Background: an optimization exercise with open tools, aiming at small area and a short achievable clock period. Do not read the settings as production practice. The RTL was checked by simulation tests, not by an equivalence proof against the original design. No activity file was given, so power comes from the tool's default toggle rates.

==> design/flow/design.v <==
`default_nettype none
package mm_pkg;
  localparam int ARRAY_N = 3;
  localparam int ELEM_W = 8;
  localparam int ACC_W  = 16;
  typedef logic signed [ELEM_W-1:0] elem_t;
  typedef logic signed [ACC_W-1:0]  acc_t;
  typedef enum logic [1:0] {
    SEQ_IDLE = 2'd0,
    SEQ_RUN  = 2'd1,
    SEQ_DONE = 2'd2
  } seq_state_t;
endpackage
`default_nettype wire
`default_nettype none
package mm_regs_pkg;
  localparam int AXI_ADDR_W = 8;
  localparam int AXI_DATA_W = 32;
  localparam logic [AXI_ADDR_W-1:0] REG_CTRL   = 8'h00;
  localparam logic [AXI_ADDR_W-1:0] REG_STATUS = 8'h04;
  localparam logic [AXI_ADDR_W-1:0] OPND_BASE  = 8'h40;
  localparam logic [AXI_ADDR_W-1:0] RES_BASE   = 8'h80;
  localparam int CTRL_START = 0;
  localparam int CTRL_CLEAR = 1;
  localparam int STAT_BUSY = 0;
  localparam int STAT_DONE = 1;
  localparam int STAT_FULL = 2;
  typedef enum logic [1:0] {
    RESP_OKAY   = 2'b00,
    RESP_SLVERR = 2'b10
  } axi_resp_t;
endpackage
`default_nettype wire
`default_nettype none
module mm_dot3 (
  input  wire [7:0]  i_a0, i_a1, i_a2,
  input  wire [7:0]  i_b0, i_b1, i_b2,
  output wire [47:0] o_st
);
  wire pp1;
  wire pp2;
  wire pp3;
  wire pp4;
  wire pp5;
  wire pp6;
  wire pp7;
  wire pp8;
  wire pp9;
  wire pp10;
  wire pp11;
  wire pp12;
  wire pp13;
  wire pp14;
  wire pp15;
  wire pp16;
  wire pp17;
  wire pp18;
  wire pp19;
  wire pp20;
  wire pp21;
  wire pp22;
  wire pp23;
  wire pp24;
  wire pp25;
  wire pp26;
  wire pp27;
  wire pp28;
  wire pp29;
  wire pp30;
  wire pp31;
  wire pp32;
  wire pp33;
  wire pp34;
  wire pp35;
  wire pp36;
  wire pp37;
  wire pp38;
  wire pp39;
  wire pp40;
  wire pp41;
  wire pp42;
  wire pp43;
  wire pp44;
  wire pp45;
  wire pp46;
  wire pp47;
  wire pp48;
  wire pp49;
  wire pp50;
  wire pp51;
  wire pp52;
  wire pp53;
  wire pp54;
  wire pp55;
  wire pp56;
  wire pp57;
  wire pp58;
  wire pp59;
  wire pp60;
  wire pp61;
  wire pp62;
  wire pp63;
  wire pp64;
  wire pp65;
  wire pp66;
  wire pp67;
  wire pp68;
  wire pp69;
  wire pp70;
  wire pp71;
  wire pp72;
  wire pp73;
  wire pp74;
  wire pp75;
  wire pp76;
  wire pp77;
  wire pp78;
  wire pp79;
  wire pp80;
  wire pp81;
  wire pp82;
  wire pp83;
  wire pp84;
  wire pp85;
  wire pp86;
  wire pp87;
  wire pp88;
  wire pp89;
  wire pp90;
  wire pp91;
  wire pp92;
  wire pp93;
  wire pp94;
  wire pp95;
  wire pp96;
  wire pp97;
  wire pp98;
  wire pp99;
  wire pp100;
  wire pp101;
  wire pp102;
  wire pp103;
  wire pp104;
  wire pp105;
  wire pp106;
  wire pp107;
  wire pp108;
  wire pp109;
  wire pp110;
  wire pp111;
  wire pp112;
  wire pp113;
  wire pp114;
  wire pp115;
  wire pp116;
  wire pp117;
  wire pp118;
  wire pp119;
  wire pp120;
  wire pp121;
  wire pp122;
  wire pp123;
  wire pp124;
  wire pp125;
  wire pp126;
  wire pp127;
  wire pp128;
  wire pp129;
  wire pp130;
  wire pp131;
  wire pp132;
  wire pp133;
  wire pp134;
  wire pp135;
  wire pp136;
  wire pp137;
  wire pp138;
  wire pp139;
  wire pp140;
  wire pp141;
  wire pp142;
  wire pp143;
  wire pp144;
  wire pp145;
  wire pp146;
  wire pp147;
  wire pp148;
  wire pp149;
  wire pp150;
  wire pp151;
  wire pp152;
  wire pp153;
  wire pp154;
  wire pp155;
  wire pp156;
  wire pp157;
  wire pp158;
  wire pp159;
  wire pp160;
  wire pp161;
  wire pp162;
  wire pp163;
  wire pp164;
  wire pp165;
  wire pp166;
  wire pp167;
  wire pp168;
  wire pp169;
  wire pp170;
  wire pp171;
  wire pp172;
  wire pp173;
  wire pp174;
  wire pp175;
  wire pp176;
  wire pp177;
  wire pp178;
  wire pp179;
  wire pp180;
  wire pp181;
  wire pp182;
  wire pp183;
  wire pp184;
  wire pp185;
  wire pp186;
  wire pp187;
  wire pp188;
  wire pp189;
  wire pp190;
  wire pp191;
  wire pp192;
  wire s193;
  wire c194;
  wire s195;
  wire c196;
  wire s197;
  wire c198;
  wire s199;
  wire c200;
  wire s201;
  wire c202;
  wire s203;
  wire c204;
  wire s205;
  wire c206;
  wire s207;
  wire c208;
  wire s209;
  wire c210;
  wire s211;
  wire c212;
  wire s213;
  wire c214;
  wire s215;
  wire c216;
  wire s217;
  wire c218;
  wire s219;
  wire c220;
  wire s221;
  wire c222;
  wire s223;
  wire c224;
  wire s225;
  wire c226;
  wire s227;
  wire c228;
  wire s229;
  wire c230;
  wire s231;
  wire c232;
  wire s233;
  wire c234;
  wire s235;
  wire c236;
  wire s237;
  wire c238;
  wire s239;
  wire c240;
  wire s241;
  wire c242;
  wire s243;
  wire c244;
  wire s245;
  wire c246;
  wire s247;
  wire c248;
  wire s249;
  wire c250;
  wire s251;
  wire c252;
  wire s253;
  wire c254;
  wire s255;
  wire c256;
  wire s257;
  wire c258;
  wire s259;
  wire c260;
  wire s261;
  wire c262;
  wire s263;
  wire c264;
  wire s265;
  wire c266;
  wire s267;
  wire c268;
  wire s269;
  wire c270;
  wire s271;
  wire c272;
  wire s273;
  wire c274;
  wire s275;
  wire c276;
  wire s277;
  wire c278;
  wire s279;
  wire c280;
  wire s281;
  wire c282;
  wire s283;
  wire c284;
  wire s285;
  wire c286;
  wire s287;
  wire c288;
  wire s289;
  wire c290;
  wire s291;
  wire c292;
  wire s293;
  wire c294;
  wire s295;
  wire c296;
  wire s297;
  wire c298;
  wire s299;
  wire c300;
  wire s301;
  wire c302;
  wire s303;
  wire c304;
  wire s305;
  wire c306;
  wire s307;
  wire c308;
  wire s309;
  wire c310;
  wire s311;
  wire c312;
  wire s313;
  wire c314;
  wire s315;
  wire c316;
  wire s317;
  wire c318;
  wire s319;
  wire c320;
  wire s321;
  wire c322;
  wire s323;
  wire c324;
  wire s325;
  wire c326;
  wire s327;
  wire c328;
  wire s329;
  wire c330;
  wire s331;
  wire c332;
  wire s333;
  wire c334;
  wire s335;
  wire c336;
  wire s337;
  wire c338;
  wire s339;
  wire c340;
  wire s341;
  wire c342;
  wire s343;
  wire c344;
  wire s345;
  wire c346;
  wire s347;
  wire c348;
  wire s349;
  wire c350;
  wire s351;
  wire c352;
  wire s353;
  wire c354;
  wire s355;
  wire c356;
  wire s357;
  wire c358;
  wire s359;
  wire c360;
  wire s361;
  wire c362;
  wire s363;
  wire c364;
  wire s365;
  wire c366;
  wire s367;
  wire c368;
  wire s369;
  wire c370;
  wire s371;
  wire c372;
  wire s373;
  wire c374;
  wire s375;
  wire c376;
  wire s377;
  wire c378;
  wire s379;
  wire c380;
  wire s381;
  wire c382;
  wire s383;
  wire c384;
  wire s385;
  wire c386;
  wire s387;
  wire c388;
  wire s389;
  wire c390;
  wire s391;
  wire c392;
  wire s393;
  wire c394;
  wire s395;
  wire c396;
  wire s397;
  wire c398;
  wire s399;
  wire c400;
  wire s401;
  wire c402;
  wire s403;
  wire c404;
  wire s405;
  wire c406;
  wire s407;
  wire c408;
  wire s409;
  wire c410;
  wire s411;
  wire c412;
  wire s413;
  wire c414;
  wire s415;
  wire c416;
  wire s417;
  wire c418;
  wire s419;
  wire c420;
  wire s421;
  wire c422;
  wire s423;
  wire c424;
  wire s425;
  wire c426;
  wire s427;
  wire c428;
  wire s429;
  wire c430;
  wire s431;
  wire c432;
  wire s433;
  wire c434;
  wire s435;
  wire c436;
  wire s437;
  wire c438;
  wire s439;
  wire c440;
  wire s441;
  wire c442;
  wire s443;
  wire c444;
  wire s445;
  wire c446;
  wire s447;
  wire c448;
  wire s449;
  wire c450;
  wire s451;
  wire c452;
  wire s453;
  wire c454;
  wire s455;
  wire c456;
  wire s457;
  wire c458;
  wire s459;
  wire c460;
  wire s461;
  wire c462;
  wire s463;
  wire c464;
  wire s465;
  wire c466;
  wire s467;
  wire c468;
  wire s469;
  wire c470;
  wire s471;
  wire c472;
  wire s473;
  wire c474;
  wire s475;
  wire c476;
  wire s477;
  wire c478;
  wire s479;
  wire c480;
  wire s481;
  wire c482;
  wire s483;
  wire c484;
  wire s485;
  wire c486;
  wire s487;
  wire c488;
  wire s489;
  wire c490;
  wire s491;
  wire c492;
  wire s493;
  wire c494;
  wire s495;
  wire c496;
  wire s497;
  wire c498;
  wire s499;
  wire c500;
  wire s501;
  wire c502;
  wire s503;
  assign pp1 = ~(i_a0[0] & i_b0[0]);
  assign pp2 = ~(i_a0[0] & i_b0[1]);
  assign pp3 = ~(i_a0[0] & i_b0[2]);
  assign pp4 = ~(i_a0[0] & i_b0[3]);
  assign pp5 = ~(i_a0[0] & i_b0[4]);
  assign pp6 = ~(i_a0[0] & i_b0[5]);
  assign pp7 = ~(i_a0[0] & i_b0[6]);
  assign pp8 = i_a0[0] & i_b0[7];
  assign pp9 = ~(i_a0[1] & i_b0[0]);
  assign pp10 = ~(i_a0[1] & i_b0[1]);
  assign pp11 = ~(i_a0[1] & i_b0[2]);
  assign pp12 = ~(i_a0[1] & i_b0[3]);
  assign pp13 = ~(i_a0[1] & i_b0[4]);
  assign pp14 = ~(i_a0[1] & i_b0[5]);
  assign pp15 = ~(i_a0[1] & i_b0[6]);
  assign pp16 = i_a0[1] & i_b0[7];
  assign pp17 = ~(i_a0[2] & i_b0[0]);
  assign pp18 = ~(i_a0[2] & i_b0[1]);
  assign pp19 = ~(i_a0[2] & i_b0[2]);
  assign pp20 = ~(i_a0[2] & i_b0[3]);
  assign pp21 = ~(i_a0[2] & i_b0[4]);
  assign pp22 = ~(i_a0[2] & i_b0[5]);
  assign pp23 = ~(i_a0[2] & i_b0[6]);
  assign pp24 = i_a0[2] & i_b0[7];
  assign pp25 = ~(i_a0[3] & i_b0[0]);
  assign pp26 = ~(i_a0[3] & i_b0[1]);
  assign pp27 = ~(i_a0[3] & i_b0[2]);
  assign pp28 = ~(i_a0[3] & i_b0[3]);
  assign pp29 = ~(i_a0[3] & i_b0[4]);
  assign pp30 = ~(i_a0[3] & i_b0[5]);
  assign pp31 = ~(i_a0[3] & i_b0[6]);
  assign pp32 = i_a0[3] & i_b0[7];
  assign pp33 = ~(i_a0[4] & i_b0[0]);
  assign pp34 = ~(i_a0[4] & i_b0[1]);
  assign pp35 = ~(i_a0[4] & i_b0[2]);
  assign pp36 = ~(i_a0[4] & i_b0[3]);
  assign pp37 = ~(i_a0[4] & i_b0[4]);
  assign pp38 = ~(i_a0[4] & i_b0[5]);
  assign pp39 = ~(i_a0[4] & i_b0[6]);
  assign pp40 = i_a0[4] & i_b0[7];
  assign pp41 = ~(i_a0[5] & i_b0[0]);
  assign pp42 = ~(i_a0[5] & i_b0[1]);
  assign pp43 = ~(i_a0[5] & i_b0[2]);
  assign pp44 = ~(i_a0[5] & i_b0[3]);
  assign pp45 = ~(i_a0[5] & i_b0[4]);
  assign pp46 = ~(i_a0[5] & i_b0[5]);
  assign pp47 = ~(i_a0[5] & i_b0[6]);
  assign pp48 = i_a0[5] & i_b0[7];
  assign pp49 = ~(i_a0[6] & i_b0[0]);
  assign pp50 = ~(i_a0[6] & i_b0[1]);
  assign pp51 = ~(i_a0[6] & i_b0[2]);
  assign pp52 = ~(i_a0[6] & i_b0[3]);
  assign pp53 = ~(i_a0[6] & i_b0[4]);
  assign pp54 = ~(i_a0[6] & i_b0[5]);
  assign pp55 = ~(i_a0[6] & i_b0[6]);
  assign pp56 = i_a0[6] & i_b0[7];
  assign pp57 = i_a0[7] & i_b0[0];
  assign pp58 = i_a0[7] & i_b0[1];
  assign pp59 = i_a0[7] & i_b0[2];
  assign pp60 = i_a0[7] & i_b0[3];
  assign pp61 = i_a0[7] & i_b0[4];
  assign pp62 = i_a0[7] & i_b0[5];
  assign pp63 = i_a0[7] & i_b0[6];
  assign pp64 = ~(i_a0[7] & i_b0[7]);
  assign pp65 = ~(i_a1[0] & i_b1[0]);
  assign pp66 = ~(i_a1[0] & i_b1[1]);
  assign pp67 = ~(i_a1[0] & i_b1[2]);
  assign pp68 = ~(i_a1[0] & i_b1[3]);
  assign pp69 = ~(i_a1[0] & i_b1[4]);
  assign pp70 = ~(i_a1[0] & i_b1[5]);
  assign pp71 = ~(i_a1[0] & i_b1[6]);
  assign pp72 = i_a1[0] & i_b1[7];
  assign pp73 = ~(i_a1[1] & i_b1[0]);
  assign pp74 = ~(i_a1[1] & i_b1[1]);
  assign pp75 = ~(i_a1[1] & i_b1[2]);
  assign pp76 = ~(i_a1[1] & i_b1[3]);
  assign pp77 = ~(i_a1[1] & i_b1[4]);
  assign pp78 = ~(i_a1[1] & i_b1[5]);
  assign pp79 = ~(i_a1[1] & i_b1[6]);
  assign pp80 = i_a1[1] & i_b1[7];
  assign pp81 = ~(i_a1[2] & i_b1[0]);
  assign pp82 = ~(i_a1[2] & i_b1[1]);
  assign pp83 = ~(i_a1[2] & i_b1[2]);
  assign pp84 = ~(i_a1[2] & i_b1[3]);
  assign pp85 = ~(i_a1[2] & i_b1[4]);
  assign pp86 = ~(i_a1[2] & i_b1[5]);
  assign pp87 = ~(i_a1[2] & i_b1[6]);
  assign pp88 = i_a1[2] & i_b1[7];
  assign pp89 = ~(i_a1[3] & i_b1[0]);
  assign pp90 = ~(i_a1[3] & i_b1[1]);
  assign pp91 = ~(i_a1[3] & i_b1[2]);
  assign pp92 = ~(i_a1[3] & i_b1[3]);
  assign pp93 = ~(i_a1[3] & i_b1[4]);
  assign pp94 = ~(i_a1[3] & i_b1[5]);
  assign pp95 = ~(i_a1[3] & i_b1[6]);
  assign pp96 = i_a1[3] & i_b1[7];
  assign pp97 = ~(i_a1[4] & i_b1[0]);
  assign pp98 = ~(i_a1[4] & i_b1[1]);
  assign pp99 = ~(i_a1[4] & i_b1[2]);
  assign pp100 = ~(i_a1[4] & i_b1[3]);
  assign pp101 = ~(i_a1[4] & i_b1[4]);
  assign pp102 = ~(i_a1[4] & i_b1[5]);
  assign pp103 = ~(i_a1[4] & i_b1[6]);
  assign pp104 = i_a1[4] & i_b1[7];
  assign pp105 = ~(i_a1[5] & i_b1[0]);
  assign pp106 = ~(i_a1[5] & i_b1[1]);
  assign pp107 = ~(i_a1[5] & i_b1[2]);
  assign pp108 = ~(i_a1[5] & i_b1[3]);
  assign pp109 = ~(i_a1[5] & i_b1[4]);
  assign pp110 = ~(i_a1[5] & i_b1[5]);
  assign pp111 = ~(i_a1[5] & i_b1[6]);
  assign pp112 = i_a1[5] & i_b1[7];
  assign pp113 = ~(i_a1[6] & i_b1[0]);
  assign pp114 = ~(i_a1[6] & i_b1[1]);
  assign pp115 = ~(i_a1[6] & i_b1[2]);
  assign pp116 = ~(i_a1[6] & i_b1[3]);
  assign pp117 = ~(i_a1[6] & i_b1[4]);
  assign pp118 = ~(i_a1[6] & i_b1[5]);
  assign pp119 = ~(i_a1[6] & i_b1[6]);
  assign pp120 = i_a1[6] & i_b1[7];
  assign pp121 = i_a1[7] & i_b1[0];
  assign pp122 = i_a1[7] & i_b1[1];
  assign pp123 = i_a1[7] & i_b1[2];
  assign pp124 = i_a1[7] & i_b1[3];
  assign pp125 = i_a1[7] & i_b1[4];
  assign pp126 = i_a1[7] & i_b1[5];
  assign pp127 = i_a1[7] & i_b1[6];
  assign pp128 = ~(i_a1[7] & i_b1[7]);
  assign pp129 = ~(i_a2[0] & i_b2[0]);
  assign pp130 = ~(i_a2[0] & i_b2[1]);
  assign pp131 = ~(i_a2[0] & i_b2[2]);
  assign pp132 = ~(i_a2[0] & i_b2[3]);
  assign pp133 = ~(i_a2[0] & i_b2[4]);
  assign pp134 = ~(i_a2[0] & i_b2[5]);
  assign pp135 = ~(i_a2[0] & i_b2[6]);
  assign pp136 = i_a2[0] & i_b2[7];
  assign pp137 = ~(i_a2[1] & i_b2[0]);
  assign pp138 = ~(i_a2[1] & i_b2[1]);
  assign pp139 = ~(i_a2[1] & i_b2[2]);
  assign pp140 = ~(i_a2[1] & i_b2[3]);
  assign pp141 = ~(i_a2[1] & i_b2[4]);
  assign pp142 = ~(i_a2[1] & i_b2[5]);
  assign pp143 = ~(i_a2[1] & i_b2[6]);
  assign pp144 = i_a2[1] & i_b2[7];
  assign pp145 = ~(i_a2[2] & i_b2[0]);
  assign pp146 = ~(i_a2[2] & i_b2[1]);
  assign pp147 = ~(i_a2[2] & i_b2[2]);
  assign pp148 = ~(i_a2[2] & i_b2[3]);
  assign pp149 = ~(i_a2[2] & i_b2[4]);
  assign pp150 = ~(i_a2[2] & i_b2[5]);
  assign pp151 = ~(i_a2[2] & i_b2[6]);
  assign pp152 = i_a2[2] & i_b2[7];
  assign pp153 = ~(i_a2[3] & i_b2[0]);
  assign pp154 = ~(i_a2[3] & i_b2[1]);
  assign pp155 = ~(i_a2[3] & i_b2[2]);
  assign pp156 = ~(i_a2[3] & i_b2[3]);
  assign pp157 = ~(i_a2[3] & i_b2[4]);
  assign pp158 = ~(i_a2[3] & i_b2[5]);
  assign pp159 = ~(i_a2[3] & i_b2[6]);
  assign pp160 = i_a2[3] & i_b2[7];
  assign pp161 = ~(i_a2[4] & i_b2[0]);
  assign pp162 = ~(i_a2[4] & i_b2[1]);
  assign pp163 = ~(i_a2[4] & i_b2[2]);
  assign pp164 = ~(i_a2[4] & i_b2[3]);
  assign pp165 = ~(i_a2[4] & i_b2[4]);
  assign pp166 = ~(i_a2[4] & i_b2[5]);
  assign pp167 = ~(i_a2[4] & i_b2[6]);
  assign pp168 = i_a2[4] & i_b2[7];
  assign pp169 = ~(i_a2[5] & i_b2[0]);
  assign pp170 = ~(i_a2[5] & i_b2[1]);
  assign pp171 = ~(i_a2[5] & i_b2[2]);
  assign pp172 = ~(i_a2[5] & i_b2[3]);
  assign pp173 = ~(i_a2[5] & i_b2[4]);
  assign pp174 = ~(i_a2[5] & i_b2[5]);
  assign pp175 = ~(i_a2[5] & i_b2[6]);
  assign pp176 = i_a2[5] & i_b2[7];
  assign pp177 = ~(i_a2[6] & i_b2[0]);
  assign pp178 = ~(i_a2[6] & i_b2[1]);
  assign pp179 = ~(i_a2[6] & i_b2[2]);
  assign pp180 = ~(i_a2[6] & i_b2[3]);
  assign pp181 = ~(i_a2[6] & i_b2[4]);
  assign pp182 = ~(i_a2[6] & i_b2[5]);
  assign pp183 = ~(i_a2[6] & i_b2[6]);
  assign pp184 = i_a2[6] & i_b2[7];
  assign pp185 = i_a2[7] & i_b2[0];
  assign pp186 = i_a2[7] & i_b2[1];
  assign pp187 = i_a2[7] & i_b2[2];
  assign pp188 = i_a2[7] & i_b2[3];
  assign pp189 = i_a2[7] & i_b2[4];
  assign pp190 = i_a2[7] & i_b2[5];
  assign pp191 = i_a2[7] & i_b2[6];
  assign pp192 = ~(i_a2[7] & i_b2[7]);
  mm_fa u_s193 (.i_a(pp106), .i_b(pp113), .i_c(pp135), .o_s(s193), .o_c(c194));
  mm_fa u_s195 (.i_a(pp100), .i_b(pp107), .i_c(pp114), .o_s(s195), .o_c(c196));
  mm_fa u_s197 (.i_a(pp121), .i_b(pp136), .i_c(pp143), .o_s(s197), .o_c(c198));
  mm_fa u_s199 (.i_a(pp15), .i_b(pp150), .i_c(pp157), .o_s(s199), .o_c(c200));
  mm_ha u_s201 (.i_a(pp101), .i_b(pp108), .o_s(s201), .o_c(c202));
  mm_fa u_s203 (.i_a(pp115), .i_b(pp122), .i_c(pp144), .o_s(s203), .o_c(c204));
  mm_fa u_s205 (.i_a(pp151), .i_b(pp158), .i_c(pp16), .o_s(s205), .o_c(c206));
  mm_ha u_s207 (.i_a(pp102), .i_b(pp109), .o_s(s207), .o_c(c208));
  mm_xnor u_s209 (.i_a(pp116), .i_b(pp123), .o_y(s209));
  mm_or u_c210 (.i_a(pp116), .i_b(pp123), .o_y(c210));
  mm_fa u_s211 (.i_a(pp12), .i_b(pp133), .i_c(pp140), .o_s(s211), .o_c(c212));
  mm_fa u_s213 (.i_a(pp105), .i_b(pp13), .i_c(pp134), .o_s(s213), .o_c(c214));
  mm_fa u_s215 (.i_a(pp141), .i_b(pp148), .i_c(pp155), .o_s(s215), .o_c(c216));
  mm_fa u_s217 (.i_a(pp162), .i_b(pp169), .i_c(pp20), .o_s(s217), .o_c(c218));
  mm_fa u_s219 (.i_a(pp14), .i_b(pp142), .i_c(pp149), .o_s(s219), .o_c(c220));
  mm_fa u_s221 (.i_a(pp156), .i_b(pp163), .i_c(pp170), .o_s(s221), .o_c(c222));
  mm_fa u_s223 (.i_a(pp177), .i_b(pp21), .i_c(pp28), .o_s(s223), .o_c(c224));
  mm_fa u_s225 (.i_a(pp35), .i_b(pp42), .i_c(pp49), .o_s(s225), .o_c(c226));
  mm_xnor u_s227 (.i_a(pp7), .i_b(pp71), .o_y(s227));
  mm_or u_c228 (.i_a(pp7), .i_b(pp71), .o_y(c228));
  mm_fa u_s229 (.i_a(pp164), .i_b(pp171), .i_c(pp178), .o_s(s229), .o_c(c230));
  mm_fa u_s231 (.i_a(pp185), .i_b(pp22), .i_c(pp29), .o_s(s231), .o_c(c232));
  mm_fa u_s233 (.i_a(pp36), .i_b(pp43), .i_c(pp50), .o_s(s233), .o_c(c234));
  mm_fa u_s235 (.i_a(pp57), .i_b(pp72), .i_c(pp79), .o_s(s235), .o_c(c236));
  mm_fa u_s237 (.i_a(pp8), .i_b(pp86), .i_c(pp93), .o_s(s237), .o_c(c238));
  mm_xnor u_s239 (.i_a(c194), .i_b(s195), .o_y(s239));
  mm_or u_c240 (.i_a(c194), .i_b(s195), .o_y(c240));
  mm_fa u_s241 (.i_a(pp165), .i_b(pp172), .i_c(pp179), .o_s(s241), .o_c(c242));
  mm_fa u_s243 (.i_a(pp186), .i_b(pp23), .i_c(pp30), .o_s(s243), .o_c(c244));
  mm_fa u_s245 (.i_a(pp37), .i_b(pp44), .i_c(pp51), .o_s(s245), .o_c(c246));
  mm_fa u_s247 (.i_a(pp58), .i_b(pp80), .i_c(pp87), .o_s(s247), .o_c(c248));
  mm_fa u_s249 (.i_a(pp94), .i_b(c196), .i_c(c198), .o_s(s249), .o_c(c250));
  mm_fa u_s251 (.i_a(c200), .i_b(s201), .i_c(s203), .o_s(s251), .o_c(c252));
  mm_fa u_s253 (.i_a(pp152), .i_b(pp159), .i_c(pp166), .o_s(s253), .o_c(c254));
  mm_fa u_s255 (.i_a(pp173), .i_b(pp180), .i_c(pp187), .o_s(s255), .o_c(c256));
  mm_fa u_s257 (.i_a(pp24), .i_b(pp31), .i_c(pp38), .o_s(s257), .o_c(c258));
  mm_fa u_s259 (.i_a(pp45), .i_b(pp52), .i_c(pp59), .o_s(s259), .o_c(c260));
  mm_fa u_s261 (.i_a(pp88), .i_b(pp95), .i_c(s209), .o_s(s261), .o_c(c262));
  mm_fa u_s263 (.i_a(c202), .i_b(c204), .i_c(c206), .o_s(s263), .o_c(c264));
  mm_fa u_s265 (.i_a(pp103), .i_b(pp110), .i_c(pp117), .o_s(s265), .o_c(c266));
  mm_fa u_s267 (.i_a(pp124), .i_b(pp160), .i_c(pp167), .o_s(s267), .o_c(c268));
  mm_fa u_s269 (.i_a(pp174), .i_b(pp181), .i_c(pp188), .o_s(s269), .o_c(c270));
  mm_fa u_s271 (.i_a(pp32), .i_b(pp39), .i_c(pp46), .o_s(s271), .o_c(c272));
  mm_fa u_s273 (.i_a(pp53), .i_b(pp60), .i_c(pp96), .o_s(s273), .o_c(c274));
  mm_fa u_s275 (.i_a(pp104), .i_b(pp111), .i_c(pp118), .o_s(s275), .o_c(c276));
  mm_fa u_s277 (.i_a(pp125), .i_b(pp168), .i_c(pp175), .o_s(s277), .o_c(c278));
  mm_fa u_s279 (.i_a(pp11), .i_b(pp132), .i_c(pp139), .o_s(s279), .o_c(c280));
  mm_xnor u_s281 (.i_a(pp146), .i_b(pp153), .o_y(s281));
  mm_or u_c282 (.i_a(pp146), .i_b(pp153), .o_y(c282));
  mm_fa u_s283 (.i_a(pp147), .i_b(pp154), .i_c(pp161), .o_s(s283), .o_c(c284));
  mm_fa u_s285 (.i_a(pp19), .i_b(pp26), .i_c(pp33), .o_s(s285), .o_c(c286));
  mm_fa u_s287 (.i_a(pp5), .i_b(pp69), .i_c(pp76), .o_s(s287), .o_c(c288));
  mm_fa u_s289 (.i_a(pp27), .i_b(pp34), .i_c(pp41), .o_s(s289), .o_c(c290));
  mm_fa u_s291 (.i_a(pp6), .i_b(pp70), .i_c(pp77), .o_s(s291), .o_c(c292));
  mm_fa u_s293 (.i_a(pp84), .i_b(pp91), .i_c(pp98), .o_s(s293), .o_c(c294));
  mm_xnor u_s295 (.i_a(c212), .i_b(s213), .o_y(s295));
  mm_or u_c296 (.i_a(c212), .i_b(s213), .o_y(c296));
  mm_fa u_s297 (.i_a(pp78), .i_b(pp85), .i_c(pp92), .o_s(s297), .o_c(c298));
  mm_fa u_s299 (.i_a(pp99), .i_b(s227), .i_c(c214), .o_s(s299), .o_c(c300));
  mm_fa u_s301 (.i_a(c216), .i_b(c218), .i_c(s193), .o_s(s301), .o_c(c302));
  mm_fa u_s303 (.i_a(s219), .i_b(s221), .i_c(s223), .o_s(s303), .o_c(c304));
  mm_fa u_s305 (.i_a(c228), .i_b(c220), .i_c(c222), .o_s(s305), .o_c(c306));
  mm_fa u_s307 (.i_a(c224), .i_b(c226), .i_c(s197), .o_s(s307), .o_c(c308));
  mm_fa u_s309 (.i_a(s199), .i_b(s229), .i_c(s231), .o_s(s309), .o_c(c310));
  mm_fa u_s311 (.i_a(s233), .i_b(s235), .i_c(s237), .o_s(s311), .o_c(c312));
  mm_fa u_s313 (.i_a(c230), .i_b(c232), .i_c(c234), .o_s(s313), .o_c(c314));
  mm_fa u_s315 (.i_a(c236), .i_b(c238), .i_c(s205), .o_s(s315), .o_c(c316));
  mm_fa u_s317 (.i_a(s241), .i_b(s243), .i_c(s245), .o_s(s317), .o_c(c318));
  mm_fa u_s319 (.i_a(s247), .i_b(c240), .i_c(s249), .o_s(s319), .o_c(c320));
  mm_fa u_s321 (.i_a(c242), .i_b(c244), .i_c(c246), .o_s(s321), .o_c(c322));
  mm_fa u_s323 (.i_a(c248), .i_b(s207), .i_c(s253), .o_s(s323), .o_c(c324));
  mm_fa u_s325 (.i_a(s255), .i_b(s257), .i_c(s259), .o_s(s325), .o_c(c326));
  mm_fa u_s327 (.i_a(s261), .i_b(c250), .i_c(c252), .o_s(s327), .o_c(c328));
  mm_fa u_s329 (.i_a(c210), .i_b(c208), .i_c(c254), .o_s(s329), .o_c(c330));
  mm_fa u_s331 (.i_a(c256), .i_b(c258), .i_c(c260), .o_s(s331), .o_c(c332));
  mm_fa u_s333 (.i_a(s265), .i_b(s267), .i_c(s269), .o_s(s333), .o_c(c334));
  mm_fa u_s335 (.i_a(s271), .i_b(s273), .i_c(c262), .o_s(s335), .o_c(c336));
  mm_fa u_s337 (.i_a(pp182), .i_b(pp189), .i_c(pp40), .o_s(s337), .o_c(c338));
  mm_fa u_s339 (.i_a(pp47), .i_b(pp54), .i_c(pp61), .o_s(s339), .o_c(c340));
  mm_fa u_s341 (.i_a(c266), .i_b(c268), .i_c(c270), .o_s(s341), .o_c(c342));
  mm_fa u_s343 (.i_a(c272), .i_b(c274), .i_c(s275), .o_s(s343), .o_c(c344));
  mm_fa u_s345 (.i_a(pp112), .i_b(pp119), .i_c(pp126), .o_s(s345), .o_c(c346));
  mm_fa u_s347 (.i_a(pp176), .i_b(pp183), .i_c(pp190), .o_s(s347), .o_c(c348));
  mm_fa u_s349 (.i_a(pp48), .i_b(pp55), .i_c(pp62), .o_s(s349), .o_c(c350));
  mm_fa u_s351 (.i_a(pp10), .i_b(pp131), .i_c(pp138), .o_s(s351), .o_c(c352));
  mm_xnor u_s353 (.i_a(pp145), .i_b(pp17), .o_y(s353));
  mm_or u_c354 (.i_a(pp145), .i_b(pp17), .o_y(c354));
  mm_fa u_s355 (.i_a(pp18), .i_b(pp25), .i_c(pp4), .o_s(s355), .o_c(c356));
  mm_fa u_s357 (.i_a(pp68), .i_b(pp75), .i_c(pp82), .o_s(s357), .o_c(c358));
  mm_xnor u_s359 (.i_a(pp89), .i_b(s281), .o_y(s359));
  mm_or u_c360 (.i_a(pp89), .i_b(s281), .o_y(c360));
  mm_fa u_s361 (.i_a(pp83), .i_b(pp90), .i_c(pp97), .o_s(s361), .o_c(c362));
  mm_fa u_s363 (.i_a(c282), .i_b(c280), .i_c(s211), .o_s(s363), .o_c(c364));
  mm_fa u_s365 (.i_a(s283), .i_b(s285), .i_c(s287), .o_s(s365), .o_c(c366));
  mm_fa u_s367 (.i_a(c284), .i_b(c286), .i_c(c288), .o_s(s367), .o_c(c368));
  mm_fa u_s369 (.i_a(s215), .i_b(s217), .i_c(s289), .o_s(s369), .o_c(c370));
  mm_fa u_s371 (.i_a(s291), .i_b(s293), .i_c(s295), .o_s(s371), .o_c(c372));
  mm_fa u_s373 (.i_a(c290), .i_b(c292), .i_c(c294), .o_s(s373), .o_c(c374));
  mm_fa u_s375 (.i_a(s225), .i_b(s297), .i_c(c296), .o_s(s375), .o_c(c376));
  mm_fa u_s377 (.i_a(s299), .i_b(s301), .i_c(s303), .o_s(s377), .o_c(c378));
  mm_fa u_s379 (.i_a(c298), .i_b(c300), .i_c(s239), .o_s(s379), .o_c(c380));
  mm_fa u_s381 (.i_a(c302), .i_b(c304), .i_c(s305), .o_s(s381), .o_c(c382));
  mm_fa u_s383 (.i_a(s307), .i_b(s309), .i_c(s311), .o_s(s383), .o_c(c384));
  mm_fa u_s385 (.i_a(c306), .i_b(c308), .i_c(c310), .o_s(s385), .o_c(c386));
  mm_fa u_s387 (.i_a(c312), .i_b(s313), .i_c(s315), .o_s(s387), .o_c(c388));
  mm_fa u_s389 (.i_a(s251), .i_b(s317), .i_c(s319), .o_s(s389), .o_c(c390));
  mm_fa u_s391 (.i_a(c314), .i_b(c316), .i_c(c318), .o_s(s391), .o_c(c392));
  mm_fa u_s393 (.i_a(s263), .i_b(s321), .i_c(s323), .o_s(s393), .o_c(c394));
  mm_fa u_s395 (.i_a(s325), .i_b(c320), .i_c(s327), .o_s(s395), .o_c(c396));
  mm_fa u_s397 (.i_a(c264), .i_b(c322), .i_c(c324), .o_s(s397), .o_c(c398));
  mm_fa u_s399 (.i_a(c326), .i_b(s329), .i_c(s331), .o_s(s399), .o_c(c400));
  mm_fa u_s401 (.i_a(s333), .i_b(s335), .i_c(c328), .o_s(s401), .o_c(c402));
  mm_fa u_s403 (.i_a(s277), .i_b(s337), .i_c(s339), .o_s(s403), .o_c(c404));
  mm_fa u_s405 (.i_a(c330), .i_b(c332), .i_c(c334), .o_s(s405), .o_c(c406));
  mm_fa u_s407 (.i_a(s341), .i_b(s343), .i_c(c336), .o_s(s407), .o_c(c408));
  mm_fa u_s409 (.i_a(c276), .i_b(c278), .i_c(c338), .o_s(s409), .o_c(c410));
  mm_fa u_s411 (.i_a(c340), .i_b(s345), .i_c(s347), .o_s(s411), .o_c(c412));
  mm_fa u_s413 (.i_a(s349), .i_b(c342), .i_c(c344), .o_s(s413), .o_c(c414));
  mm_fa u_s415 (.i_a(pp120), .i_b(pp127), .i_c(pp184), .o_s(s415), .o_c(c416));
  mm_fa u_s417 (.i_a(pp191), .i_b(pp56), .i_c(pp63), .o_s(s417), .o_c(c418));
  mm_fa u_s419 (.i_a(c346), .i_b(c348), .i_c(c350), .o_s(s419), .o_c(c420));
  mm_fa u_s421 (.i_a(pp130), .i_b(pp137), .i_c(pp2), .o_s(s421), .o_c(c422));
  mm_fa u_s423 (.i_a(pp3), .i_b(pp67), .i_c(pp74), .o_s(s423), .o_c(c424));
  mm_xnor u_s425 (.i_a(pp81), .i_b(s353), .o_y(s425));
  mm_or u_c426 (.i_a(pp81), .i_b(s353), .o_y(c426));
  mm_fa u_s427 (.i_a(c354), .i_b(c352), .i_c(s279), .o_s(s427), .o_c(c428));
  mm_fa u_s429 (.i_a(s355), .i_b(s357), .i_c(s359), .o_s(s429), .o_c(c430));
  mm_fa u_s431 (.i_a(c356), .i_b(c358), .i_c(c360), .o_s(s431), .o_c(c432));
  mm_fa u_s433 (.i_a(s361), .i_b(s363), .i_c(s365), .o_s(s433), .o_c(c434));
  mm_fa u_s435 (.i_a(c362), .i_b(c364), .i_c(c366), .o_s(s435), .o_c(c436));
  mm_fa u_s437 (.i_a(s367), .i_b(s369), .i_c(s371), .o_s(s437), .o_c(c438));
  mm_fa u_s439 (.i_a(c368), .i_b(c370), .i_c(s373), .o_s(s439), .o_c(c440));
  mm_fa u_s441 (.i_a(s375), .i_b(c372), .i_c(s377), .o_s(s441), .o_c(c442));
  mm_fa u_s443 (.i_a(c374), .i_b(c376), .i_c(s379), .o_s(s443), .o_c(c444));
  mm_fa u_s445 (.i_a(c378), .i_b(s381), .i_c(s383), .o_s(s445), .o_c(c446));
  mm_fa u_s447 (.i_a(c380), .i_b(c382), .i_c(s385), .o_s(s447), .o_c(c448));
  mm_fa u_s449 (.i_a(c384), .i_b(s387), .i_c(s389), .o_s(s449), .o_c(c450));
  mm_fa u_s451 (.i_a(c386), .i_b(c388), .i_c(s391), .o_s(s451), .o_c(c452));
  mm_fa u_s453 (.i_a(s393), .i_b(c390), .i_c(s395), .o_s(s453), .o_c(c454));
  mm_fa u_s455 (.i_a(c392), .i_b(s397), .i_c(c394), .o_s(s455), .o_c(c456));
  mm_fa u_s457 (.i_a(s399), .i_b(s401), .i_c(c396), .o_s(s457), .o_c(c458));
  mm_fa u_s459 (.i_a(s403), .i_b(c398), .i_c(c400), .o_s(s459), .o_c(c460));
  mm_fa u_s461 (.i_a(s405), .i_b(s407), .i_c(c402), .o_s(s461), .o_c(c462));
  mm_fa u_s463 (.i_a(c404), .i_b(s409), .i_c(s411), .o_s(s463), .o_c(c464));
  mm_fa u_s465 (.i_a(c406), .i_b(s413), .i_c(c408), .o_s(s465), .o_c(c466));
  mm_fa u_s467 (.i_a(s415), .i_b(s417), .i_c(c410), .o_s(s467), .o_c(c468));
  mm_fa u_s469 (.i_a(c412), .i_b(s419), .i_c(c414), .o_s(s469), .o_c(c470));
  mm_fa u_s471 (.i_a(pp128), .i_b(pp192), .i_c(pp64), .o_s(s471), .o_c(c472));
  mm_fa u_s473 (.i_a(c416), .i_b(c418), .i_c(c420), .o_s(s473), .o_c(c474));
  mm_xnor u_s475 (.i_a(pp66), .i_b(pp73), .o_y(s475));
  mm_or u_c476 (.i_a(pp66), .i_b(pp73), .o_y(c476));
  mm_fa u_s477 (.i_a(c422), .i_b(s351), .i_c(s423), .o_s(s477), .o_c(c478));
  mm_fa u_s479 (.i_a(c424), .i_b(c426), .i_c(s427), .o_s(s479), .o_c(c480));
  mm_fa u_s481 (.i_a(c428), .i_b(s431), .i_c(c430), .o_s(s481), .o_c(c482));
  mm_fa u_s483 (.i_a(c432), .i_b(c434), .i_c(s435), .o_s(s483), .o_c(c484));
  mm_fa u_s485 (.i_a(c436), .i_b(s439), .i_c(c438), .o_s(s485), .o_c(c486));
  mm_fa u_s487 (.i_a(c440), .i_b(s443), .i_c(c442), .o_s(s487), .o_c(c488));
  mm_fa u_s489 (.i_a(c444), .i_b(s447), .i_c(c446), .o_s(s489), .o_c(c490));
  mm_fa u_s491 (.i_a(c448), .i_b(s451), .i_c(c450), .o_s(s491), .o_c(c492));
  mm_fa u_s493 (.i_a(c452), .i_b(s455), .i_c(c454), .o_s(s493), .o_c(c494));
  mm_fa u_s495 (.i_a(c456), .i_b(s459), .i_c(s461), .o_s(s495), .o_c(c496));
  mm_fa u_s497 (.i_a(s463), .i_b(c460), .i_c(s465), .o_s(s497), .o_c(c498));
  mm_fa u_s499 (.i_a(s467), .i_b(c464), .i_c(s469), .o_s(s499), .o_c(c500));
  mm_fa u_s501 (.i_a(s471), .i_b(c468), .i_c(s473), .o_s(s501), .o_c(c502));
  assign s503 = ~(c472);
  assign o_st = {c474, s503, c502, c470, s501, c500, c466, s499, c498, c462, s497, c496, c458, s495, c494, s457, s493, c492, s453, s491, c490, s449, s489, c488, s445, s487, c486, s441, s485, c484, s437, s483, c482, s433, s481, c480, s429, s479, c478, s425, s477, c476, s421, pp9, s475, pp65, pp129, pp1};
endmodule
module mm_dot3_fin (
  input  wire [47:0] i_st,
  output wire [15:0] o_n0,
  output wire [15:0] o_n1
);
  wire s1;
  wire c2;
  wire s3;
  wire c4;
  wire s5;
  wire c6;
  wire s7;
  wire c8;
  wire s9;
  wire c10;
  wire s11;
  wire c12;
  wire s13;
  wire c14;
  wire s15;
  wire c16;
  wire s17;
  wire c18;
  wire s19;
  wire c20;
  wire s21;
  wire c22;
  wire s23;
  wire c24;
  wire s25;
  wire c26;
  wire s27;
  wire c28;
  wire s29;
  wire c30;
  wire s31;
  mm_xnor u_s1 (.i_a(i_st[0]), .i_b(i_st[1]), .o_y(s1));
  mm_or u_c2 (.i_a(i_st[0]), .i_b(i_st[1]), .o_y(c2));
  mm_fa u_s3 (.i_a(i_st[3]), .i_b(i_st[4]), .i_c(i_st[5]), .o_s(s3), .o_c(c4));
  mm_fa u_s5 (.i_a(i_st[6]), .i_b(i_st[7]), .i_c(i_st[8]), .o_s(s5), .o_c(c6));
  mm_fa u_s7 (.i_a(i_st[10]), .i_b(i_st[11]), .i_c(i_st[9]), .o_s(s7), .o_c(c8));
  mm_fa u_s9 (.i_a(i_st[12]), .i_b(i_st[13]), .i_c(i_st[14]), .o_s(s9), .o_c(c10));
  mm_fa u_s11 (.i_a(i_st[15]), .i_b(i_st[16]), .i_c(i_st[17]), .o_s(s11), .o_c(c12));
  mm_fa u_s13 (.i_a(i_st[18]), .i_b(i_st[19]), .i_c(i_st[20]), .o_s(s13), .o_c(c14));
  mm_fa u_s15 (.i_a(i_st[21]), .i_b(i_st[22]), .i_c(i_st[23]), .o_s(s15), .o_c(c16));
  mm_fa u_s17 (.i_a(i_st[24]), .i_b(i_st[25]), .i_c(i_st[26]), .o_s(s17), .o_c(c18));
  mm_fa u_s19 (.i_a(i_st[27]), .i_b(i_st[28]), .i_c(i_st[29]), .o_s(s19), .o_c(c20));
  mm_fa u_s21 (.i_a(i_st[30]), .i_b(i_st[31]), .i_c(i_st[32]), .o_s(s21), .o_c(c22));
  mm_fa u_s23 (.i_a(i_st[33]), .i_b(i_st[34]), .i_c(i_st[35]), .o_s(s23), .o_c(c24));
  mm_fa u_s25 (.i_a(i_st[36]), .i_b(i_st[37]), .i_c(i_st[38]), .o_s(s25), .o_c(c26));
  mm_fa u_s27 (.i_a(i_st[39]), .i_b(i_st[40]), .i_c(i_st[41]), .o_s(s27), .o_c(c28));
  mm_fa u_s29 (.i_a(i_st[42]), .i_b(i_st[43]), .i_c(i_st[44]), .o_s(s29), .o_c(c30));
  assign s31 = i_st[45] ^ i_st[46] ^ i_st[47];
  assign o_n0 = {c30, c28, c26, c24, c22, c20, c18, c16, c14, c12, c10, c8, c6, c4, c2, i_st[2]};
  assign o_n1 = {s31, s29, s27, s25, s23, s21, s19, s17, s15, s13, s11, s9, s7, s5, s3, s1};
endmodule
module mm_fa (input wire i_a, i_b, i_c, output wire o_s, o_c);
  assign o_s = i_a ^ i_b ^ i_c;
  assign o_c = (i_a & i_b) | (i_a & i_c) | (i_b & i_c);
endmodule
module mm_ha (input wire i_a, i_b, output wire o_s, o_c);
  assign o_s = i_a ^ i_b;
  assign o_c = i_a & i_b;
endmodule
module mm_xnor (input wire i_a, i_b, output wire o_y);
  assign o_y = ~(i_a ^ i_b);
endmodule
module mm_or (input wire i_a, i_b, output wire o_y);
  assign o_y = i_a | i_b;
endmodule
`default_nettype wire
`timescale 1ns/1ps
`default_nettype none
module mm_top (
  input  logic        clk,
  input  logic        rst_n,
  input  logic        i_awvalid,
  output logic        o_awready,
  input  logic [7:0]  i_awaddr,
  input  logic        i_wvalid,
  output logic        o_wready,
  input  logic [31:0] i_wdata,
  input  logic [3:0]  i_wstrb,
  output logic        o_bvalid,
  input  logic        i_bready,
  output logic [1:0]  o_bresp,
  input  logic        i_arvalid,
  output logic        o_arready,
  input  logic [7:0]  i_araddr,
  output logic        o_rvalid,
  input  logic        i_rready,
  output logic [31:0] o_rdata,
  output logic [1:0]  o_rresp
);
  logic        bvalid_q;
  logic        bslverr_q;
  logic        start_q;
  logic        clear_q;
  logic        busy_q;
  logic        done_q;
  logic [2:0]  cnt_q;
  logic [17:0] mask_q;
  logic        newbit_q;
  logic        full;
  logic        accept;
  logic        wr_go;
  logic        wr_ctrl;
  logic        wr_opnd;
  logic [4:0]  wr_slot;
  logic        opnd_we;
  assign wr_go     = i_awvalid && i_wvalid && !bvalid_q;
  assign o_awready = wr_go;
  assign o_wready  = wr_go;
  assign wr_ctrl = (i_awaddr == 8'h00);
  assign wr_opnd = (i_awaddr[1:0] == 2'b00) &&
                   ((i_awaddr[7:6] == 2'b01) || (i_awaddr[7:3] == 5'b10000));
  assign wr_slot = i_awaddr[6:2] - 5'd16;
  assign opnd_we = wr_go && wr_opnd && !busy_q;
  always_ff @(posedge clk or negedge rst_n) begin
    if (!rst_n) begin
      bvalid_q <= 1'b0;
      start_q  <= 1'b0;
      clear_q  <= 1'b0;
    end else begin
      if (bvalid_q && i_bready) bvalid_q <= 1'b0;
      if (wr_go) bvalid_q <= 1'b1;
      start_q <= wr_go && wr_ctrl && i_wdata[0];
      clear_q <= wr_go && wr_ctrl && i_wdata[1];
    end
  end
  always_ff @(posedge clk) begin
    if (wr_go) bslverr_q <= !(wr_ctrl || (wr_opnd && !busy_q));
  end
  assign o_bvalid = bvalid_q;
  assign o_bresp  = {bslverr_q, 1'b0};
  logic [2:0] ph_i_q;
  logic [2:0] ph_j_q;
  logic [2:0] ph_j_next;
  assign ph_j_next = ph_i_q[2] ? {ph_j_q[1:0], ph_j_q[2]} : ph_j_q;
  always_ff @(posedge clk or negedge rst_n) begin
    if (!rst_n) begin
      ph_i_q <= 3'b001;
      ph_j_q <= 3'b001;
    end else begin
      ph_i_q <= {ph_i_q[1:0], ph_i_q[2]};
      ph_j_q <= ph_j_next;
    end
  end
  logic [2:0]        wr_row;
  logic [2:0]        wr_col;
  logic              wr_a;
  logic              wr_b;
  logic [7:0]        a_q [3][3];
  logic [7:0]        b_q [3][3];
  logic [7:0]        bsel_q [3];
  always_comb begin
    wr_a = opnd_we && (wr_slot < 5'd9);
    wr_b = opnd_we && (wr_slot >= 5'd9);
    for (int r = 0; r < 3; r++) begin
      wr_row[r] = 1'b0;
      wr_col[r] = 1'b0;
      for (int c = 0; c < 3; c++) begin
        wr_row[r] = wr_row[r] | (wr_slot == 5'(3 * r + c)) | (wr_slot == 5'(9 + 3 * r + c));
        wr_col[r] = wr_col[r] | (wr_slot == 5'(3 * c + r)) | (wr_slot == 5'(9 + 3 * c + r));
      end
    end
  end
  always_ff @(posedge clk) begin
    for (int k = 0; k < 3; k++) begin
      for (int g = 0; g < 3; g++) begin
        if (wr_a && wr_col[k] &&
            ((ph_i_q[0] && wr_row[(g + 1) % 3]) ||
             (ph_i_q[1] && wr_row[(g + 2) % 3]) ||
             (ph_i_q[2] && wr_row[g])))
          a_q[k][g] <= i_wdata[7:0];
        else
          a_q[k][g] <= a_q[k][(g + 1) % 3];
      end
    end
  end
  always_ff @(posedge clk) begin
    for (int r = 0; r < 3; r++)
      for (int c = 0; c < 3; c++)
        if (wr_b && wr_row[r] && wr_col[c]) b_q[r][c] <= i_wdata[7:0];
  end
  always_ff @(posedge clk) begin
    for (int k = 0; k < 3; k++)
      bsel_q[k] <= ({8{ph_j_next[0]}} & b_q[k][0]) |
                   ({8{ph_j_next[1]}} & b_q[k][1]) |
                   ({8{ph_j_next[2]}} & b_q[k][2]);
  end
  always_ff @(posedge clk or negedge rst_n) begin
    if (!rst_n) begin
      mask_q   <= '0;
      newbit_q <= 1'b0;
    end else begin
      newbit_q <= 1'b0;
      if (clear_q) begin
        mask_q <= '0;
      end else if (opnd_we) begin
        mask_q[wr_slot] <= 1'b1;
        newbit_q        <= !mask_q[wr_slot];
      end
    end
  end
  assign full = (&mask_q) && !newbit_q;
  assign accept = start_q && full && !busy_q;
  always_ff @(posedge clk or negedge rst_n) begin
    if (!rst_n) begin
      busy_q <= 1'b0;
      done_q <= 1'b0;
    end else if (accept) begin
      busy_q <= 1'b1;
      done_q <= 1'b0;
    end else if (busy_q && cnt_q == 3'd7) begin
      busy_q <= 1'b0;
      done_q <= 1'b1;
    end
  end
  always_ff @(posedge clk) begin
    if (accept) cnt_q <= 3'd0;
    else if (busy_q) cnt_q <= cnt_q + 3'd1;
  end
  logic [47:0] dot_st;
  logic [47:0] st_q;
  logic [15:0] fin_n0;
  logic [15:0] fin_n1;
  logic [15:0] sum;
  logic        ring_we;
  logic [15:0] ring_q [9];
  mm_dot3 u_dot (
    .i_a0 (a_q[0][0]),
    .i_a1 (a_q[1][0]),
    .i_a2 (a_q[2][0]),
    .i_b0 (bsel_q[0]),
    .i_b1 (bsel_q[1]),
    .i_b2 (bsel_q[2]),
    .o_st (dot_st)
  );
  always_ff @(posedge clk) st_q <= dot_st;
  mm_dot3_fin u_fin (
    .i_st (st_q),
    .o_n0 (fin_n0),
    .o_n1 (fin_n1)
  );
  assign sum     = ~(fin_n0 + fin_n1 + 16'd1);
  assign ring_we = accept || busy_q;
  always_ff @(posedge clk) begin
    ring_q[0] <= ring_we ? sum : ring_q[8];
    for (int p = 1; p < 9; p++) ring_q[p] <= ring_q[p-1];
  end
  logic        arready_q;
  logic        rvalid_q;
  logic        rslverr_q;
  logic [15:0] rdata_q;
  logic        ar_go;
  logic        rd_ctrl;
  logic        rd_stat;
  logic        rd_res;
  logic [8:0]  rd_k;
  logic [8:0]  phase;
  logic [8:0]  rd_pos;
  logic [15:0] rd_val;
  logic [15:0] rd_data;
  assign ar_go   = i_arvalid && arready_q;
  assign rd_ctrl = (i_araddr == 8'h00);
  assign rd_stat = (i_araddr == 8'h04);
  assign rd_res  = (i_araddr[7] == 1'b1) && (i_araddr[1:0] == 2'b00) &&
                   (i_araddr[6:2] <= 5'd8);
  always_comb begin
    for (int f = 0; f < 9; f++) phase[f] = ph_j_q[f / 3] && ph_i_q[f % 3];
    for (int k = 0; k < 9; k++) rd_k[k] = (i_araddr[5:2] == 4'(k));
    for (int p = 0; p < 9; p++) begin
      rd_pos[p] = 1'b0;
      for (int k = 0; k < 9; k++) rd_pos[p] = rd_pos[p] | (rd_k[k] & phase[(p + 3 * (k % 3) + k / 3 + 2) % 9]);
    end
    rd_val = '0;
    for (int p = 0; p < 9; p++) rd_val = rd_val | ({16{rd_pos[p]}} & ring_q[p]);
    rd_data = '0;
    if (rd_res) rd_data = rd_val;
    else if (rd_stat) rd_data = {13'd0, full, done_q, busy_q};
  end
  always_ff @(posedge clk or negedge rst_n) begin
    if (!rst_n) begin
      arready_q <= 1'b0;
      rvalid_q  <= 1'b0;
    end else if (ar_go) begin
      arready_q <= 1'b0;
      rvalid_q  <= 1'b1;
    end else begin
      if (rvalid_q && i_rready) rvalid_q <= 1'b0;
      arready_q <= !rvalid_q || i_rready;
    end
  end
  always_ff @(posedge clk) begin
    if (ar_go) begin
      rslverr_q <= !(rd_ctrl || rd_stat || rd_res);
      rdata_q   <= rd_data;
    end
  end
  assign o_arready = arready_q;
  assign o_rvalid  = rvalid_q;
  assign o_rresp   = {rslverr_q, 1'b0};
  assign o_rdata   = {{16{rdata_q[15]}}, rdata_q};
endmodule
`default_nettype wire
==> design/flow/flow/run.sh <==
#!/bin/bash
# Layout flow: the standard ORFS flow (standard.sh, unchanged synthesis and
# scripts) with the port buffers that placement inserts made the smallest
# buffer instead of the one buffer_ports picks by default. Timing repair still
# resizes any port buffer on a critical path.
set -euo pipefail
export BUFFER_PORTS_ARGS="-buffer_cell sky130_fd_sc_hd__buf_1"
bash standard.sh > standard.log 2>&1
==> design/flow/standard.sh <==
#!/bin/bash
# synth_recipe.tcl (not shown) runs the flow's synth.tcl, then flattens the netlist and writes it again
# the make line also repeats each setting of config.mk as NAME=value (left out here)
make -C /OpenROAD-flow-scripts/flow DESIGN_CONFIG=/design/flow/config.mk WORK_HOME=/design/flow/orfs CLKGATE_MAP_FILE= SYNTH_SCRIPT=/design/flow/synth_recipe.tcl "${@:-finish}"
==> design/flow/config.mk <==
export PLATFORM = sky130hd
export DESIGN_NAME = mm_top
export DESIGN_NICKNAME = mm_top
export VERILOG_FILES = /design/flow/design.v
export SDC_FILE = /design/flow/constraint.sdc
export NUM_CORES = 4
export LEC_CHECK = 0
export ABC_CLOCK_PERIOD_IN_PS = 4000
export CAP_MARGIN = 20
export CORE_MARGIN = 2
export CORE_UTILIZATION = 60
export CTS_CLUSTER_DIAMETER = 120
export CTS_CLUSTER_SIZE = 28
export PLACE_DENSITY = 0.55
export SETUP_SLACK_MARGIN = 4.55
export SLEW_MARGIN = 20
export SYNTH_HIERARCHICAL = 1
==> design/flow/constraint.sdc <==
create_clock -name core_clock -period 8.0 [get_ports {clk}]
set_input_delay 1.6000 -clock core_clock [delete_from_list [all_inputs] [get_ports {clk}]]
set_output_delay 1.6000 -clock core_clock [all_outputs]
set_load 0.01 [all_outputs]
==> results of run 1 <==
[path summary, 6_finish.rpt]
kind / to / slack (ps) / cells past startpoint
setup / recovery: o_wready / 4480 / 4
hold / removal: ring_q[2][2] / 360 / 0
setup reg to reg: st_q[31] / 4620 / 7
hold reg to reg: ring_q[2][2] / 360 / 0
max in group asynchronous: rvalid_q / 6330 / 1
min in group asynchronous: mask_q[12] / 1140 / 1
[per-module statistics from Yosys (local to each module, per instance)]
module	times used	flip-flops and latches
mm_top	1	413
mm_dot3	1	0
mm_fa	158	0
mm_ha	2	0
mm_dot3_fin	1	0
mm_or	10	0
mm_xnor	10	0
[cells in the mapped netlist, types with 12 or more instances]
cell type / n
a21oi_1: 19
a222oi_1: 49
a22oi_1: 18
a31oi_1: 27
and2_1: 45
buf_2: 29
buf_4: 128
clkbuf_1: 23
dfrtp_1: 30
dfxtp_1: 291
edfxtp_1: 90
fa_1: 159
ha_1: 25
inv_1: 53
mux2_1: 72
nand2_1: 209
nand3_1: 19
nor2_1: 52
nor2b_1: 17
nor3_1: 18
o21ai_0: 25
o22ai_1: 12
xnor2_1: 20
[report_power, final]
| part | total, mW | internal, mW | switching, mW |
|---|---|---|---|
| clock | 1.05 | 0.453 | 0.602 |
| sequential | 2.14 | 2.13 | 0.00522 |
| combinational | 0.114 | 0.0368 | 0.0770 |
| total | 3.31 | 2.62 | 0.684 |
[kinds of logic after synthesis]
kind of cell             synth area share
AO/OA/AOI/OAI                      0.0969
XOR/XNOR                           0.0111
adder cells (fa/ha/maj)             0.180
buffers and inverters              0.0742
flip-flops                          0.479
multiplexers                       0.0517
other                            0.000193
AND/OR/NAND/NOR                     0.107
[per-stage QoR]
stage          instance area, µm²  total power [mW]  setup slack, ps  hold slack (ps)
2_1_floorplan               19700              2.26             4400              326
3_3_place_gp                19300              2.29             3150              332
3_5_place_dp                19300              2.30             3060              337
4_1_cts                     20100              3.34             4370              356
5_1_grt                     20300              3.42             4460              356
6_report                    20300              3.31             4480              356
[final cells by class]
type / instances / area, µm² / share of cell area
multi-input combinational: 971 / 9010 / 0.443
inverter: 56 / 220 / 0.0108
sequential: 413 / 9390 / 0.462
clock buffer: 31 / 520 / 0.0256
tap: 402 / 503 / 0.0247
timing repair buffer: 104 / 692 / 0.0340
clock inverter: 1 / 8.76 / 0.000431
[placed cells by master, fill, tap and decap left out, types with 32 or more instances in the layout]
master and count:
buf_1 57, dfxtp_1 267, a222oi_1 49, and2_1 44
mux2_4 32, nor2_1 42, edfxtp_1 90, nand2_1 209
mux2_1 40, fa_1 158, inv_1 50
[what timing repair did]
action | 4_1_cts | 5_1_grt
pin swaps | 2 | 7
setup buffers | 9 | 9
setup endpoints to repair | 167 | 161
resized for setup | 61 | 36
hold buffers | 0 | 0
cloned | 0 | 1
[registers in the layout (all words and copies together) (netlist names), 3 cells and up]
signal and flops:
cnt_q 3, ph_i_q 3, ph_j_q 3, st_q 48, a_q 72, rdata_q 16
mask_q 18, bsel_q 24, ring_q 144, b_q 72
[worst register-to-register path, stage by stage, from the launching register on]
cell     delay, ps
dfxtp_1        630
nand2_1        110
ha_1           330
fa_1           430
fa_1           510
fa_1           430
fa_1           390
fa_1           430
[routing by layer]
layer,GRT usage,vias up
li1,-,5428
met2,0.428,416
met4,0.0534,0
met5,0,-
met1,0.349,5998
met3,0.0377,53
==> flow_summary.toml, run 1 <==
[timing]
slew_headroom = 0.357
rsz0062_at_grt = "true"
final-setup-viol-count = 0
finalHoldViolations = 0
final.setup.tns_ps = 0
worst_pin_slew_ps = 964
maxSlewViolCount = 0
period_needed_ps = 3520
skew_ps = 25.3
period_share = 0.440
clock.fmax_mhz = 284

[worst_hold_path]
min-delay-start = "ring_q[1][2]"
hold_class = "reg2reg"

[power]
leakage_nw = 7.02
peakVddDrop_v = 0.000208
powerDensity_mw_per_mm2 = 163

[worst_setup_path]
cp-end-kind = "output port"
critPathLaunchType = "primary input"
crit_path_start = "i_awvalid"
cp_data_required_time_ps = 6400
worstReg2RegStart = "bsel_q[1][4]"
slowest_stage = "buf_6"
path_cells = "buf_6 > nand3_4 > inv_4 > buf_6"
cp_num_buf_inv = 3
path_max_fanout = 3
crit_top_cell = "buf_6"
critical-path-max-stage-delay_ps = 110
path_class = "in2out"
crit_family = "buffers and inverters"
arrival_ps = 1920

[global_route]
grt_pass1_vias = 12200
grt_start_max_net_pins = 35
grt.total_usage = 0.253
grt_first_pass_wirelength_um = 66700
antenna_found_initial = 0
grt_overflow = 0

[floorplanning]
coreArea_mm2 = 0.0317
die-width_um = 184
fp.dieH_um = 184
start_util = 0.614
die-area_mm2 = 0.0339
pin_count = 100
num_rows = 65

[cells_and_area]
post-route-util = 0.641
area.growth.synth_to_final_pct = 4.50
final_cells = 1978
insertedDiodeCount = 0
nFillCells = 2478
final_nets = 1807
drive_above_1_share = 0.120

[routing]
route.detailed.drc = 0
wire_per_inst_um = 21.2
dr.first_iter.drc_count = 1076
wl_met2_um = 20100
drt-met1-wl_um = 18600
routed.top_layer = "met4"
wl_um = 42000
drtPass1Iterations = 7
met3_length_um = 2550
viasPerCell = 6.01
num_vias = 11900
ant_nets = 0

[synth]
synthTopCellsByArea = "dfxtp_1 (30%), fa_1 (16%), edfxtp_1 (14%)"
synth_flop_cell = "dfxtp_1"
syn-cell-area_mm2 = 0.0195
ys_ff_latch = 413
yosysUniqueCellTypes = 89
yosys_warnings = 15
yosysSeqAreaShare = 0.479
synth_cells = 1623
synth_top_area_cell = "dfxtp_1"
synth-async-reset-ratio = 0.0775
synth_edf_count = 90
synth.top_cell.area_share = 0.299
synthesis.area_per_instance_um2 = 12.0

[clocking]
cts_tree = "built"
cts-root-buf = "clkbuf_16"
clockBufferDepth = 3
clk_latency_ps = 530
cts_sinks = 413
clk_pin_slew_worst_paths_ps = 100
cts.htree.levels = 1
numCtsBuffers = 18

[place]
gp_congestion = 0.912
post-place-cells = 1927
post-dp-hpwl_um = 29700
port_buffers = 69

[run_status]
outcome = "no timing/DRC/antenna violations"

[flow_run]
drv_cap = 0
==> inputs of run 2 (changes only) <==
--- a/design/flow/config.mk
+++ b/design/flow/config.mk
@@ -10,7 +10,8 @@
 export CORE_MARGIN = 2
 export CORE_UTILIZATION = 60
-export CTS_CLUSTER_DIAMETER = 120
-export CTS_CLUSTER_SIZE = 28
-export PLACE_DENSITY = 0.55
+export CTS_CLUSTER_DIAMETER = 110
+export CTS_CLUSTER_SIZE = 30
+export GPL_ROUTABILITY_DRIVEN = 0
+export PLACE_DENSITY = 0.62
 export SETUP_SLACK_MARGIN = 4.55
 export SLEW_MARGIN = 20
==> run 2 against run 1 <==
Die area unchanged. Hold slack got worse by 2.4 ps. Fmax about the same. Critical path depth unchanged. Largest power group unchanged. Clock skew decreased by 7.4 ps.
==> flow_summary.toml, run 2 <==
[global_route]
antenna_found_initial = 0
grt_first_pass_wirelength_um = 66700
grt_start_max_net_pins = 35
grt.total_usage = 0.254
grt_overflow = 0
grt_pass1_vias = 12200

[routing]
viasPerCell = 6.06
wl_met2_um = 20000
num_vias = 11900
wire_per_inst_um = 21.3
ant_nets = 0
wl_um = 42000
drtPass1Iterations = 9
met3_length_um = 2950
drt-met1-wl_um = 18100
dr.first_iter.drc_count = 1140
routed.top_layer = "met4"
route.detailed.drc = 0

[cells_and_area]
final_nets = 1803
finish.instance_area_mm2 = 0.0203
top_regs = "ring_q (144), a_q (72), b_q (72)"
drive_above_1_share = 0.118
final_common_cell = "dfxtp_1"
final_cell_mix = "dfxtp_1 (269), nand2_1 (209), fa_1 (158)"
largest_register_ffs = 144
post-route-util = 0.639
insertedDiodeCount = 0
area.growth.synth_to_final_pct = 4.16
final_cells = 1971
top_register = "ring_q"

[timing]
slew_headroom = 0.352
period_share = 0.440
clock.fmax_mhz = 284
final.setup.tns_ps = 0
skew_ps = 17.9
maxSlewViolCount = 0
final-setup-viol-count = 0
worst_pin_slew_ps = 971
rsz0062_at_grt = "true"
finalWorstSetupSlack_ps = 4480
finalHoldViolations = 0
period_needed_ps = 3520
hold_ws_ps = 353

[clocking]
cts.htree.levels = 1
clockBufferDepth = 3
clk_latency_ps = 520
cts_tree = "built"
cts-root-buf = "clkbuf_16"
cts_sinks = 413
numCtsBuffers = 17
clk_pin_slew_worst_paths_ps = 100

[synth]
yosys-top-cells-count = "dfxtp_1 (291), nand2_1 (209), fa_1 (159)"
yosys.cell_count.top_type = "dfxtp_1"
synthesis.area_per_instance_um2 = 12.0
yosysSeqAreaShare = 0.479
synth_top_area_cell = "dfxtp_1"
synth_flop_cell = "dfxtp_1"
synth-async-reset-ratio = 0.0775
yosys_warnings = 15
yosysUniqueCellTypes = 89
syn-cell-area_mm2 = 0.0195
ys_ff_latch = 413
synth_edf_count = 90
synth_cells = 1623
synth.top_cell.area_share = 0.299
synthTopCellsByArea = "dfxtp_1 (30%), fa_1 (16%), edfxtp_1 (14%)"

[place]
port_buffers = 69
post-place-cells = 1927
dpl_cell_area_mm2 = 0.0193
place_ws_ps = 3060
post-dp-hpwl_um = 29700

[worst_setup_path]
arrival_ps = 1920
slowest_stage = "buf_6"
path_cells = "buf_6 > nand3_4 > inv_4 > buf_6"
cp_data_required_time_ps = 6400
critical-path-max-stage-delay_ps = 110
cp-end-kind = "output port"
critPathLaunchType = "primary input"
crit_top_cell = "buf_6"
path_max_fanout = 3
path_class = "in2out"

[power]
clockPowerShare = 0.309
peakVddDrop_v = 0.000165
internal_power_mw = 2.59
powerDensity_mw_per_mm2 = 161
combinationalPowerShare = 0.035
leakage_nw = 6.98
seqPwrFrac = 0.656
p_total_mw = 3.26
switching_share = 0.207
power_switching_mw = 0.674

[floorplanning]
pin_count = 100
die-area_mm2 = 0.0339
start_util = 0.614
coreArea_mm2 = 0.0317
num_rows = 65
fp.dieH_um = 184
die-width_um = 184

[worst_hold_path]
hold_class = "reg2reg"

[run_status]
outcome = "no timing/DRC/antenna violations"

[flow_run]
drv_cap = 0
==> run 2: cell count changes in the layout (fill, tap and decap cells not counted), sizes merged <==
cell / previous run / this run
clkbuf: 36 / 32
buf: 99 / 96
clkinv: 1 / 0
clkinvlp: 0 / 1
==> run 2: power by group through the flow <==
stage	registers, mW	clock network [mW]	logic [mW]
floorplan	2.19	0	0.0697
global route	2.14	1.10	0.127
detailed placement	2.19	0	0.105
finish	2.14	1.01	0.115
CTS	2.14	1.04	0.110
global placement	2.19	0	0.104
==> run 2: worst max-delay path: cells and delay by family <==
family        cells  cell delay (ps)
buf+inv           3              240
simple gates      1               70
==> run 2: final cells by class <==
type                       instances  area [µm²]
clock inverter                     1        7.51
fill                            2478       11400
timing repair buffer             101         652
inverter                          56         220
multi-input combinational        971        9030
sequential                       413        9390
clock buffer                      27         473
tap                              402         503
==> run 2: path summary, 6_finish.rpt <==
path | slack, ps | cells after the start | startpoint | end
setup / recovery | 4480 | 4 | i_awvalid | o_wready
hold / removal | 350 | 0 | ring_q[2][2] | ring_q[3][2]
setup reg to reg | 4630 | 7 | a_q[0][1] | st_q[31]
hold reg to reg | 350 | 0 | ring_q[2][2] | ring_q[3][2]
max in group asynchronous | 6320 | 1 | rst_n | rvalid_q
min in group asynchronous | 1150 | 1 | rst_n | mask_q[12]
==> run 2: timing repair <==
item	in CTS	in global routing
pin swaps	3	9
hold buffers	0	0
setup endpoints to repair	168	162
gates cloned	0	1
setup buffers	11	4
gates resized for setup	58	43
==> run 2: Yosys stat by module (local to each module, per instance) <==
module / times used / flops+latches / area [µm²]
mm_dot3: 1 / 0 / 1360
mm_top: 1 / 413 / 14500
mm_xnor: 10 / 0 / 8.76
mm_dot3_fin: 1 / 0 / 264
mm_ha: 2 / 0 / 12.5
mm_or: 10 / 0 / 6.26
mm_fa: 158 / 0 / 20.0
==> run 2: logic make-up after synthesis <==
family,Yosys count,share of synthesized area
simple gates,436,0.107
flops,413,0.479
compound gates,241,0.0969
buf+inv,240,0.0742
fa+ha+maj,184,0.180
mux,85,0.0517
xor+xnor,23,0.0111
other cells,1,0.000193
==> run 2: per-layer routing <==
metal / vias up / track usage
li1: 5432 / -
met1: 5966 / 0.348
met2: 481 / 0.427
met3: 59 / 0.0415
met4: 0 / 0.0579
met5: - / 0

-- re-timing with driven ports --
The results above use ideal ports. As a check the final layouts listed here were re-extracted and re-timed, cells and wires unchanged.
Step 1, drivers: a clkbuf_16 drives clk and a buf_2 each remaining input, both assumed.
Step 2, shift: input delay + t, output delay - t, t = (earliest + latest rising clock arrival at the registers) / 2. This alone moves slack from input paths to output paths.
Three values: ideal, step 1, step 2; two values: the first two.
run | shift t [ns] | setup WS [ns] | worst setup path after step 2 | pins driven straight from the clock port
run 1 | 0.570 | 4.476 / 4.445 / 4.053 | input to register | 1
run 2 | 0.563 | 4.477 / 4.445 / 4.070 | input to register | 1
After both steps setup and hold are still met in every run listed. The setup slack of run 1, which loses most, moves by -0.031 ns with the drivers and by -0.423 ns with both steps.
